This is an optimization exercise on Yosys and OpenROAD, whose aim is small area, a short achievable clock period and few clock cycles per item, not a production implementation. The RTL was checked by simulation tests, not by an equivalence proof against the original design. Power figures rest on the tool's default switching activity, not on a simulated workload.

Design cube_move_engine, start of the top module:
module cube_move_engine (
    input  logic                  clock,
    input  logic                  rst,
    input  move_pkg::move_list_t  moves_input,
    input  logic                  new_moves_ready,
    input  cube_pkg::cube_state_t cubestate_input,
    output cube_pkg::cube_state_t cubestate_updated,
    output logic                  state_updated
);
==> flow/config.mk <==
export PLATFORM = sky130hd
export DESIGN_NAME = cube_move_engine
export DESIGN_NICKNAME = cube_move_engine
export VERILOG_FILES = /design/flow/design.v
export SDC_FILE = /design/flow/constraint.sdc
export NUM_CORES = 4
export LEC_CHECK = 0
export CAP_MARGIN = 20
export CORE_MARGIN = 2
export CORE_UTILIZATION = 40
export CTS_CLUSTER_DIAMETER = 80
export CTS_CLUSTER_SIZE = 20
export SETUP_SLACK_MARGIN = 2.5
export SLEW_MARGIN = 20
export BUFFER_PORTS_ARGS = -buffer_cell sky130_fd_sc_hd__buf_1
==> flow/constraint.sdc <==
create_clock -name core_clock -period 5.0 [get_ports {clock}]
set_input_delay 1.0000 -clock core_clock [delete_from_list [all_inputs] [get_ports {clock}]]
set_output_delay 1.0000 -clock core_clock [all_outputs]
set_load 0.01 [all_outputs]
standard.sh (not shown) runs the stock make flow with config.mk's settings and CLKGATE_MAP_FILE= SYNTH_SCRIPT=/design/flow/synth_recipe.tcl, a recipe that flattens the netlist after the stock synthesis.
==> flow/flow/run.sh <==
#!/bin/bash
# The standard layout, with the ports buffered by the smallest buffer (buf_1) instead of
# the clkdlybuf4s50_1 that buffer_ports picks by default; the resizer still upsizes any
# port buffer that timing needs. Everything else is standard.sh unchanged.
set -euo pipefail
echo 'export BUFFER_PORTS_ARGS = -buffer_cell sky130_fd_sc_hd__buf_1' >> config.mk
bash standard.sh > standard_flow.log 2>&1
The starting point ran to the end with no violations.
Testbench counts at the start, summed over its fixed seeds: cycles 5,878, items 320.
Rerun with:
Settings changed: SETUP_SLACK_MARGIN 2.5 to 2.7.
Effect: The new run went through all stages and came out clean. Cell area rose by 2.9%. Clock skew went up by 0.015 ns. Via count hardly moves. Area after synthesis stays the same. Maximum frequency is higher by 6.4%. Worst setup slack gets better by 0.15 ns. Wire length shrinks by 0.43%.
Rerun with:
Settings changed: SETUP_SLACK_MARGIN 2.7 to 2.9.
- The new run completed with no timing, DRC or antenna violations
- via count rose by 7.2%
- die area is unchanged
- final area rose by about 16%
- setup slack is better by 0.033 ns
- clock-buffer cell count fell by 1
- power rose by 16%
- first-iteration DRC count rose by 8.1%
- fmax rose by about 1.4%
- sequential power fell by about 3%
- wire length rose by about 12%
- area after synthesis stays the same
Rerun with:
Settings changed: CORE_UTILIZATION 40 to 50, SETUP_SLACK_MARGIN 2.9 to 2.5.
Effect:
- The new run completed without violations
- wire length decreases by roughly a tenth
- maximum frequency decreases by roughly a tenth
- non-clock buffer count decreases by 221
- synthesized cell count stays the same
- total power decreases by about a fifth
- via count decreases by a few percent
- worst hold slack hardly moves

## main
cube_move_engine again, from the RTL that the note above started with.
export LEC_CHECK = 0
export CAP_MARGIN = 20
export CORE_MARGIN = 2
export CORE_UTILIZATION = 40
export SETUP_SLACK_MARGIN = 2.5
export SLEW_MARGIN = 20
export BUFFER_PORTS_ARGS = -buffer_cell sky130_fd_sc_hd__buf_1
create_clock -name core_clock -period 5.0 [get_ports {clock}]
Scripts as last shown in full above: flow/flow/run.sh
Testbench counts of main, summed over its fixed seeds: cycles 5,878, items 320.
## Diff of input files: the feature branch against main
# main
export LEC_CHECK = 0
export CAP_MARGIN = 20
export CORE_MARGIN = 2
export CORE_UTILIZATION = 40
export SETUP_SLACK_MARGIN = 2.5
export SLEW_MARGIN = 20
export BUFFER_PORTS_ARGS = -buffer_cell sky130_fd_sc_hd__buf_1
create_clock -name core_clock -period 5.0 [get_ports {clock}]
# the feature branch
export LEC_CHECK = 0
export CAP_MARGIN = 20
export CORE_MARGIN = 2
export CORE_UTILIZATION = 30
export CTS_CLUSTER_DIAMETER = 80
export CTS_CLUSTER_SIZE = 20
export SETUP_SLACK_MARGIN = 2.5
export SLEW_MARGIN = 20
export BUFFER_PORTS_ARGS = -buffer_cell sky130_fd_sc_hd__buf_1
create_clock -name core_clock -period 5.0 [get_ports {clock}]
## What came out
The feature branch went all the way through synthesis, placement and routing and the layout is clean on timing, DRC and antenna. The feature branch ends up with a layout clock buffer count that is about 47% lower than in main. Diff main -> the feature branch: number of placement rows increased by 13 relative to the old numbers; via count dropped 284; initial cell density of the core now smaller. Looking only at final cell count without fillers, and setting everything else aside, the higher value of the feature branch and main goes to the feature branch. Setup slack in the feature branch is larger than in main. | area overhead of the layout relative to synthesis | the feature branch vs main | ≈ equal |.

## separate check: timing with driven ports
How much do the figures lean on ideal ports? The routed layouts below were timed once more, with nothing changed but the port constraints.
Step 1, drivers: a clkbuf_16 drives clock and a buf_2 each remaining input, both assumed.
Step 2 moves the port delays by t, midway between the first and last clock arrival at a register: inputs arrive t later, outputs are due t later. That takes back most of the time a late clock gives input paths.
Three values: ideal, step 1, step 2; two values: the first two.
run | t (ns) | setup slack, ns | worst setup path at the end | worst register clock-pin slew, ns | worst slew at a driven data input, ns
the first run of note 1 | 0.652 | 2.473 / 2.416 / 1.913 | input to register | 0.09 / 0.09 | 0.09
the second run of note 1 | 0.671 | 2.625 / 2.625 / 2.050 | input to register | 0.09 / 0.09 | 0.10
the third run of note 1 | 0.662 | 2.658 / 2.697 / 2.035 | input to register | 0.09 / 0.09 | 0.11
the fourth run of note 1 | 0.637 | 2.337 / 2.319 / 1.847 | input to register | 0.10 / 0.10 | 0.24
main | 0.639 | 2.390 / 2.390 / 1.917 | input to register | 0.07 / 0.07 | 0.09
the feature branch | 0.663 | 2.426 / 2.426 / 1.795 | input to register | 0.10 / 0.10 | 0.16
After both steps setup and hold are still met in every run listed. For the feature branch, which loses most, drivers alone change the setup slack by 0.000 ns; drivers and shift together by -0.631 ns.
